Background: an optimization exercise with open tools, aiming at small area. Do not read the settings as production practice.
In this exercise RTL edits were held to simulation tests only and were not proved equivalent to the original.

Design home_inventory_wb, start of the top module:
module home_inventory_wb (
    input  wire        wb_clk_i,
    input  wire        wb_rst_i,
    input  wire        wbs_cyc_i,
    input  wire        wbs_stb_i,
    input  wire        wbs_we_i,
    input  wire [3:0]  wbs_sel_i,
    input  wire [31:0] wbs_adr_i,
    input  wire [31:0] wbs_dat_i,
    output logic       wbs_ack_o,
    output logic [31:0] wbs_dat_o,
    input  wire [7:0]  core_status_i,
    output logic       ctrl_enable_o,
    output logic       ctrl_start_o,
    output logic [2:0] irq_en_o
);
    wire fire = wbs_cyc_i & wbs_stb_i & ~wbs_ack_o;
    wire wr   = fire & wbs_we_i;
    wire rd   = fire & ~wbs_we_i;
    wire       hi0 = (wbs_adr_i[31:7] == 25'd0);
    wire [4:0] wa  = wbs_adr_i[6:2];
    wire a_id    = hi0 & (wa == 5'h00);
    wire a_ver   = hi0 & (wa == 5'h01);
    wire a_ctrl  = hi0 & (wa == 5'h02);
    wire a_irq   = hi0 & (wa == 5'h03);
    wire a_stat  = hi0 & (wa == 5'h04);
    wire a_time  = hi0 & (wa == 5'h05);
    wire a_cmd   = hi0 & (wa == 5'h08);
    wire a_fstat = hi0 & (wa == 5'h09);
    wire a_fdata = hi0 & (wa == 5'h0A);
    wire a_snap  = hi0 & (wa == 5'h0B);
    wire a_raw   = hi0 & (wa[4:3] == 2'b10);
    wire snapshot  = wr & a_cmd & wbs_sel_i[0] & wbs_dat_i[0];
    wire ovr_clear = wr & a_fstat & wbs_sel_i[2] & wbs_dat_i[16];
    wire time_wr   = wr & a_time;
    wire count_wr  = wr & a_snap;
    wire pop_req   = rd & a_fdata;
  ...
Size: roughly 1,900 cells after synthesis, about 120 I/O pins, ~27,000 um2 of cells after synthesis.
==> module home_inventory_wb, before the edit <==
module home_inventory_wb (
    input  wire        wb_clk_i,
    input  wire        wb_rst_i,
    input  wire        wbs_cyc_i,
    input  wire        wbs_stb_i,
    input  wire        wbs_we_i,
    input  wire [3:0]  wbs_sel_i,
    input  wire [31:0] wbs_adr_i,
    input  wire [31:0] wbs_dat_i,
    output logic       wbs_ack_o,
    output logic [31:0] wbs_dat_o,
    input  wire [7:0]  core_status_i,
    output logic       ctrl_enable_o,
    output logic       ctrl_start_o,
    output logic [2:0] irq_en_o
);
    wire fire = wbs_cyc_i & wbs_stb_i & ~wbs_ack_o;
    wire wr   = fire & wbs_we_i;
    wire rd   = fire & ~wbs_we_i;
    wire       hi0 = (wbs_adr_i[31:7] == 25'd0);
    wire [4:0] wa  = wbs_adr_i[6:2];
    wire a_id    = hi0 & (wa == 5'h00);
    wire a_ver   = hi0 & (wa == 5'h01);
    wire a_ctrl  = hi0 & (wa == 5'h02);
    wire a_irq   = hi0 & (wa == 5'h03);
    wire a_stat  = hi0 & (wa == 5'h04);
    wire a_time  = hi0 & (wa == 5'h05);
    wire a_cmd   = hi0 & (wa == 5'h08);
    wire a_fstat = hi0 & (wa == 5'h09);
    wire a_fdata = hi0 & (wa == 5'h0A);
    wire a_snap  = hi0 & (wa == 5'h0B);
    wire a_raw   = hi0 & (wa[4:3] == 2'b10);
    wire snapshot  = wr & a_cmd & wbs_sel_i[0] & wbs_dat_i[0];
    wire ovr_clear = wr & a_fstat & wbs_sel_i[2] & wbs_dat_i[16];
    wire time_wr   = wr & a_time;
    wire count_wr  = wr & a_snap;
    wire pop_req   = rd & a_fdata;
    wire ctrl_wr   = wr & a_ctrl & wbs_sel_i[0];
    wire irq_wr    = wr & a_irq & wbs_sel_i[0];
    logic start_pending_q;
    always_ff @(posedge wb_clk_i) begin
        if (wb_rst_i) begin
            wbs_ack_o       <= 1'b0;
            ctrl_enable_o   <= 1'b0;
            irq_en_o        <= 3'd0;
            start_pending_q <= 1'b0;
            ctrl_start_o    <= 1'b0;
        end else begin
            wbs_ack_o       <= fire;
            start_pending_q <= ctrl_wr & wbs_dat_i[1];
            ctrl_start_o    <= start_pending_q;
            if (ctrl_wr) ctrl_enable_o <= wbs_dat_i[0];
            if (irq_wr)  irq_en_o      <= wbs_dat_i[2:0];
        end
    end
    wire [31:0] dat_z = wbs_dat_i & {32{~wb_rst_i}};
    logic [31:0] time_q;
    wire  [3:0]  time_ld  = ({4{time_wr}} & wbs_sel_i) | {4{wb_rst_i}};
    logic [31:0] time_inc;
    hic_inc32 u_time_inc (.q_i(time_q), .cin_i(~time_wr), .s_o(time_inc));
    always_ff @(posedge wb_clk_i) begin
        for (int b = 0; b < 4; b++)
            time_q[8*b +: 8] <= time_ld[b] ? dat_z[8*b +: 8] : time_inc[8*b +: 8];
    end
    logic [31:0] snap_q;
    logic [31:0] raw_q;       
    logic        raw_vld_q;   
    logic [31:0] frm_q;       
    logic [3:0]  seq_q;       
    logic [31:0] snap_inc;
    hic_inc32 u_snap_inc (.q_i(snap_q), .cin_i(snapshot), .s_o(snap_inc));
    wire        seq_idle   = seq_q[3] & seq_q[0];
    wire        frame_start = snapshot & seq_idle;
    wire        push        = ~seq_idle;
    wire        frame_drop  = snapshot & ~seq_idle;
    wire [3:0] snap_ld = ({4{count_wr}} & wbs_sel_i) | {4{wb_rst_i}};
    always_ff @(posedge wb_clk_i) begin
        for (int b = 0; b < 4; b++)
            snap_q[8*b +: 8] <= snap_ld[b] ? dat_z[8*b +: 8] : snap_inc[8*b +: 8];
    end
    always_ff @(posedge wb_clk_i) begin
        if (wb_rst_i) raw_vld_q <= 1'b0;
        else if (snapshot) raw_vld_q <= 1'b1;
    end
    always_ff @(posedge wb_clk_i) begin
        if (snapshot) raw_q <= snap_inc;
    end
    always_ff @(posedge wb_clk_i) begin
        if (frame_start) frm_q <= snap_inc;
    end
    always_ff @(posedge wb_clk_i) begin
        if (wb_rst_i) begin
            seq_q <= 4'b1001;
        end else if (seq_idle) begin
            if (snapshot) seq_q <= 4'b1000;
        end else if (seq_q[3]) begin
            seq_q <= 4'b0000;
        end else if (seq_q[2:0] == 3'd7) begin
            seq_q <= 4'b1001;
        end else begin
            seq_q <= seq_q + 4'd1;
        end
    end
    wire [31:0] frm_word = frm_q + 32'h0000_1000 + {29'd0, seq_q[2:0]};
    wire [31:0] push_data = seq_q[3] ? 32'd0 : frm_word;
    logic [31:0] mem [16];
    logic [4:0]  lvl_q;
    logic        ovr_q;
    wire full    = lvl_q[4];
    wire empty   = (lvl_q == 5'd0);
    wire do_push = push & ~full;
    wire do_pop  = pop_req & ~empty;
    always_ff @(posedge wb_clk_i) begin
        if (do_push) begin
            mem[0] <= push_data;
            for (int i = 1; i < 16; i++) mem[i] <= mem[i-1];
        end
    end
    always_ff @(posedge wb_clk_i) begin
        if (wb_rst_i) begin
            lvl_q <= 5'd0;
            ovr_q <= 1'b0;
        end else begin
            if (do_push && !do_pop) lvl_q <= lvl_q + 5'd1;
            else if (do_pop && !do_push) lvl_q <= lvl_q - 5'd1;
            if ((push && full) || frame_drop) ovr_q <= 1'b1;
            else if (ovr_clear) ovr_q <= 1'b0;
        end
    end
    logic [31:0] head;
    always_comb begin
        head = 32'd0;
        for (int i = 0; i < 16; i++)
            head = head | ({32{lvl_q == 5'(i + 1)}} & mem[i]);
    end
    wire [31:0] raw_word = raw_q + 32'h0000_1000 + {29'd0, wa[2:0]};
    always_ff @(posedge wb_clk_i) begin
        wbs_dat_o <= ({32{a_id}}    & 32'h4849_4348)
                   | ({32{a_ver}}   & 32'h0000_0001)
                   | ({32{a_ctrl}}  & {31'd0, ctrl_enable_o})
                   | ({32{a_irq}}   & {29'd0, irq_en_o})
                   | ({32{a_stat}}  & {24'd0, core_status_i})
                   | ({32{a_time}}  & time_q)
                   | ({32{a_fstat}} & {15'd0, ovr_q, 11'd0, lvl_q})
                   | ({32{a_fdata}} & head)
                   | ({32{a_snap}}  & snap_q)
                   | ({32{a_raw & raw_vld_q}} & raw_word);
    end
endmodule
==> module hic_inc32, before the edit <==
module hic_inc32 (
    input  wire [31:0] q_i,
    input  wire        cin_i,
    output logic [31:0] s_o
);
    logic [31:0] pre;     
    logic [3:0]  ones;    
    logic [3:0]  lane;    
    always_comb begin
        for (int b = 0; b < 4; b++) begin
            pre[8*b] = 1'b1;
            for (int i = 1; i < 8; i++) pre[8*b+i] = pre[8*b+i-1] & q_i[8*b+i-1];
            ones[b] = pre[8*b+7] & q_i[8*b+7];
        end
        lane[0] = 1'b1;
        for (int b = 1; b < 4; b++) lane[b] = lane[b-1] & ones[b-1];
        for (int i = 0; i < 32; i++) s_o[i] = q_i[i] ^ (cin_i & lane[i/8] & pre[i]);
    end
endmodule
export LEC_CHECK = 0
export CAP_MARGIN = 20
export CORE_MARGIN = 2
export CORE_UTILIZATION = 40
export SLEW_MARGIN = 20
create_clock -name core_clock -period 6.0 [get_ports {wb_clk_i}]
standard.sh (not shown) runs the stock make flow with config.mk's settings and CLKGATE_MAP_FILE= SYNTH_SCRIPT=/design/flow/synth_recipe.tcl, a recipe that flattens the netlist after the stock synthesis.
==> flow/flow/run.sh <==
#!/bin/bash
# Standard ORFS layout (standard.sh) with layout-only knobs: every port still gets a
# buffer, but a buf_1; clock tree without dummy loads and with larger sink clusters.
set -euo pipefail
cd "$(dirname "$0")/.."
bash standard.sh \
  BUFFER_PORTS_ARGS="-buffer_cell sky130_fd_sc_hd__buf_1" \
  CTS_ARGS="-sink_clustering_enable -repair_clock_nets -dont_use_dummy_load -sink_clustering_size 24 -sink_clustering_max_diameter 80" \
  finish > standard.log 2>&1
Edit:
--- a/flow/design.v
+++ b/flow/design.v
@@ -95,25 +95,39 @@
             if (irq_wr)  irq_en_o      <= wbs_dat_i[2:0];
         end
     end
     wire [31:0] dat_z = wbs_dat_i & {32{~wb_rst_i}};
     logic [31:0] time_q;
     wire  [3:0]  time_ld  = ({4{time_wr}} & wbs_sel_i) | {4{wb_rst_i}};
+    logic [32:0] time_cy;
     logic [31:0] time_inc;
-    hic_inc32 u_time_inc (.q_i(time_q), .cin_i(~time_wr), .s_o(time_inc));
+    always_comb begin
+        time_cy[0] = ~time_wr;
+        for (int i = 0; i < 32; i++) begin
+            time_inc[i]   = time_q[i] ^ time_cy[i];
+            time_cy[i+1]  = time_q[i] & time_cy[i];
+        end
+    end
     always_ff @(posedge wb_clk_i) begin
         for (int b = 0; b < 4; b++)
             time_q[8*b +: 8] <= time_ld[b] ? dat_z[8*b +: 8] : time_inc[8*b +: 8];
     end
     logic [31:0] snap_q;
     logic [31:0] raw_q;       
     logic        raw_vld_q;   
     logic [31:0] frm_q;       
     logic [3:0]  seq_q;       
+    logic [32:0] snap_cy;
     logic [31:0] snap_inc;
-    hic_inc32 u_snap_inc (.q_i(snap_q), .cin_i(snapshot), .s_o(snap_inc));
+    always_comb begin
+        snap_cy[0] = snapshot;
+        for (int i = 0; i < 32; i++) begin
+            snap_inc[i]  = snap_q[i] ^ snap_cy[i];
+            snap_cy[i+1] = snap_q[i] & snap_cy[i];
+        end
+    end
     wire        seq_idle   = seq_q[3] & seq_q[0];
     wire        frame_start = snapshot & seq_idle;
     wire        push        = ~seq_idle;
     wire        frame_drop  = snapshot & ~seq_idle;
     wire [3:0] snap_ld = ({4{count_wr}} & wbs_sel_i) | {4{wb_rst_i}};
     always_ff @(posedge wb_clk_i) begin
@@ -140,13 +154,14 @@
         end else if (seq_q[2:0] == 3'd7) begin
             seq_q <= 4'b1001;
         end else begin
             seq_q <= seq_q + 4'd1;
         end
     end
-    wire [31:0] frm_word = frm_q + 32'h0000_1000 + {29'd0, seq_q[2:0]};
+    wire [31:0] frm_word;
+    hic_plus_base u_frm_add (.v_i(frm_q), .off_i(seq_q[2:0]), .s_o(frm_word));
     wire [31:0] push_data = seq_q[3] ? 32'd0 : frm_word;
     logic [31:0] mem [16];
     logic [4:0]  lvl_q;
     logic        ovr_q;
     wire full    = lvl_q[4];
     wire empty   = (lvl_q == 5'd0);
@@ -172,13 +187,14 @@
     logic [31:0] head;
     always_comb begin
         head = 32'd0;
         for (int i = 0; i < 16; i++)
             head = head | ({32{lvl_q == 5'(i + 1)}} & mem[i]);
     end
-    wire [31:0] raw_word = raw_q + 32'h0000_1000 + {29'd0, wa[2:0]};
+    wire [31:0] raw_word;
+    hic_plus_base u_raw_add (.v_i(raw_q), .off_i(wa[2:0]), .s_o(raw_word));
     always_ff @(posedge wb_clk_i) begin
         wbs_dat_o <= ({32{a_id}}    & 32'h4849_4348)
                    | ({32{a_ver}}   & 32'h0000_0001)
                    | ({32{a_ctrl}}  & {31'd0, ctrl_enable_o})
                    | ({32{a_irq}}   & {29'd0, irq_en_o})
                    | ({32{a_stat}}  & {24'd0, core_status_i})
@@ -186,26 +202,29 @@
                    | ({32{a_fstat}} & {15'd0, ovr_q, 11'd0, lvl_q})
                    | ({32{a_fdata}} & head)
                    | ({32{a_snap}}  & snap_q)
                    | ({32{a_raw & raw_vld_q}} & raw_word);
     end
 endmodule
-module hic_inc32 (
-    input  wire [31:0] q_i,
-    input  wire        cin_i,
+module hic_plus_base (
+    input  wire [31:0] v_i,
+    input  wire [2:0]  off_i,
     output logic [31:0] s_o
 );
-    logic [31:0] pre;     
-    logic [3:0]  ones;    
-    logic [3:0]  lane;    
-    always_comb begin
-        for (int b = 0; b < 4; b++) begin
-            pre[8*b] = 1'b1;
-            for (int i = 1; i < 8; i++) pre[8*b+i] = pre[8*b+i-1] & q_i[8*b+i-1];
-            ones[b] = pre[8*b+7] & q_i[8*b+7];
-        end
-        lane[0] = 1'b1;
-        for (int b = 1; b < 4; b++) lane[b] = lane[b-1] & ones[b-1];
-        for (int i = 0; i < 32; i++) s_o[i] = q_i[i] ^ (cin_i & lane[i/8] & pre[i]);
+    logic [32:0] cy;
+    always_comb begin
+        cy[0] = 1'b0;
+        for (int i = 0; i < 32; i++) begin
+            if (i < 3) begin
+                s_o[i]  = v_i[i] ^ off_i[i] ^ cy[i];
+                cy[i+1] = (v_i[i] & off_i[i]) | (cy[i] & (v_i[i] ^ off_i[i]));
+            end else if (i == 12) begin
+                s_o[i]  = ~(v_i[i] ^ cy[i]);
+                cy[i+1] = v_i[i] | cy[i];
+            end else begin
+                s_o[i]  = v_i[i] ^ cy[i];
+                cy[i+1] = v_i[i] & cy[i];
+            end
+        end
     end
 endmodule
 `default_nettype wire
Now the flow finished but fails on negative setup slack.
Die area goes up by 1.5%.
Core utilization came out higher by 3.1 points.
First-iteration DRC count climbs by 3.5%.
Cell area increases by 7.9%.
Worst hold slack gets worse by 0.023 ns.
Routed wire length climbs by 5.3%.
Final cell count is lower by 0.56%.
Setup slack degrades by 2.8 ns.

==> afterwards: timing with drivers on the ports <==
How much do the figures lean on ideal ports? The routed layouts below were timed once more, with nothing changed but the port constraints. Step 1, drivers: a clkbuf_16 drives wb_clk_i and a buf_2 each remaining input, both assumed. Step 2 moves the port delays by t, midway between the first and last clock arrival at a register: inputs arrive t later, outputs are due t later. That takes back most of the time a late clock gives input paths. Three values: no drivers, after step 1, after step 2; two values: the first two.
| run | t (ns) | setup WS [ns] | worst setup path at the end | slew at the worst register clock pin (ns) | pins driven straight from the clock port |
|---|---|---|---|---|---|
| the first run | 0.617 | 2.002 / 2.040 / 1.423 | input to register | 0.10 / 0.10 | 1 |
| the second run | 0.636 | -0.819 / -0.787 / -1.423 | input to register | 0.10 / 0.10 | 1 |
The setup slack of the second run, which loses most, moves by +0.032 ns with the drivers and by -0.604 ns with both steps.
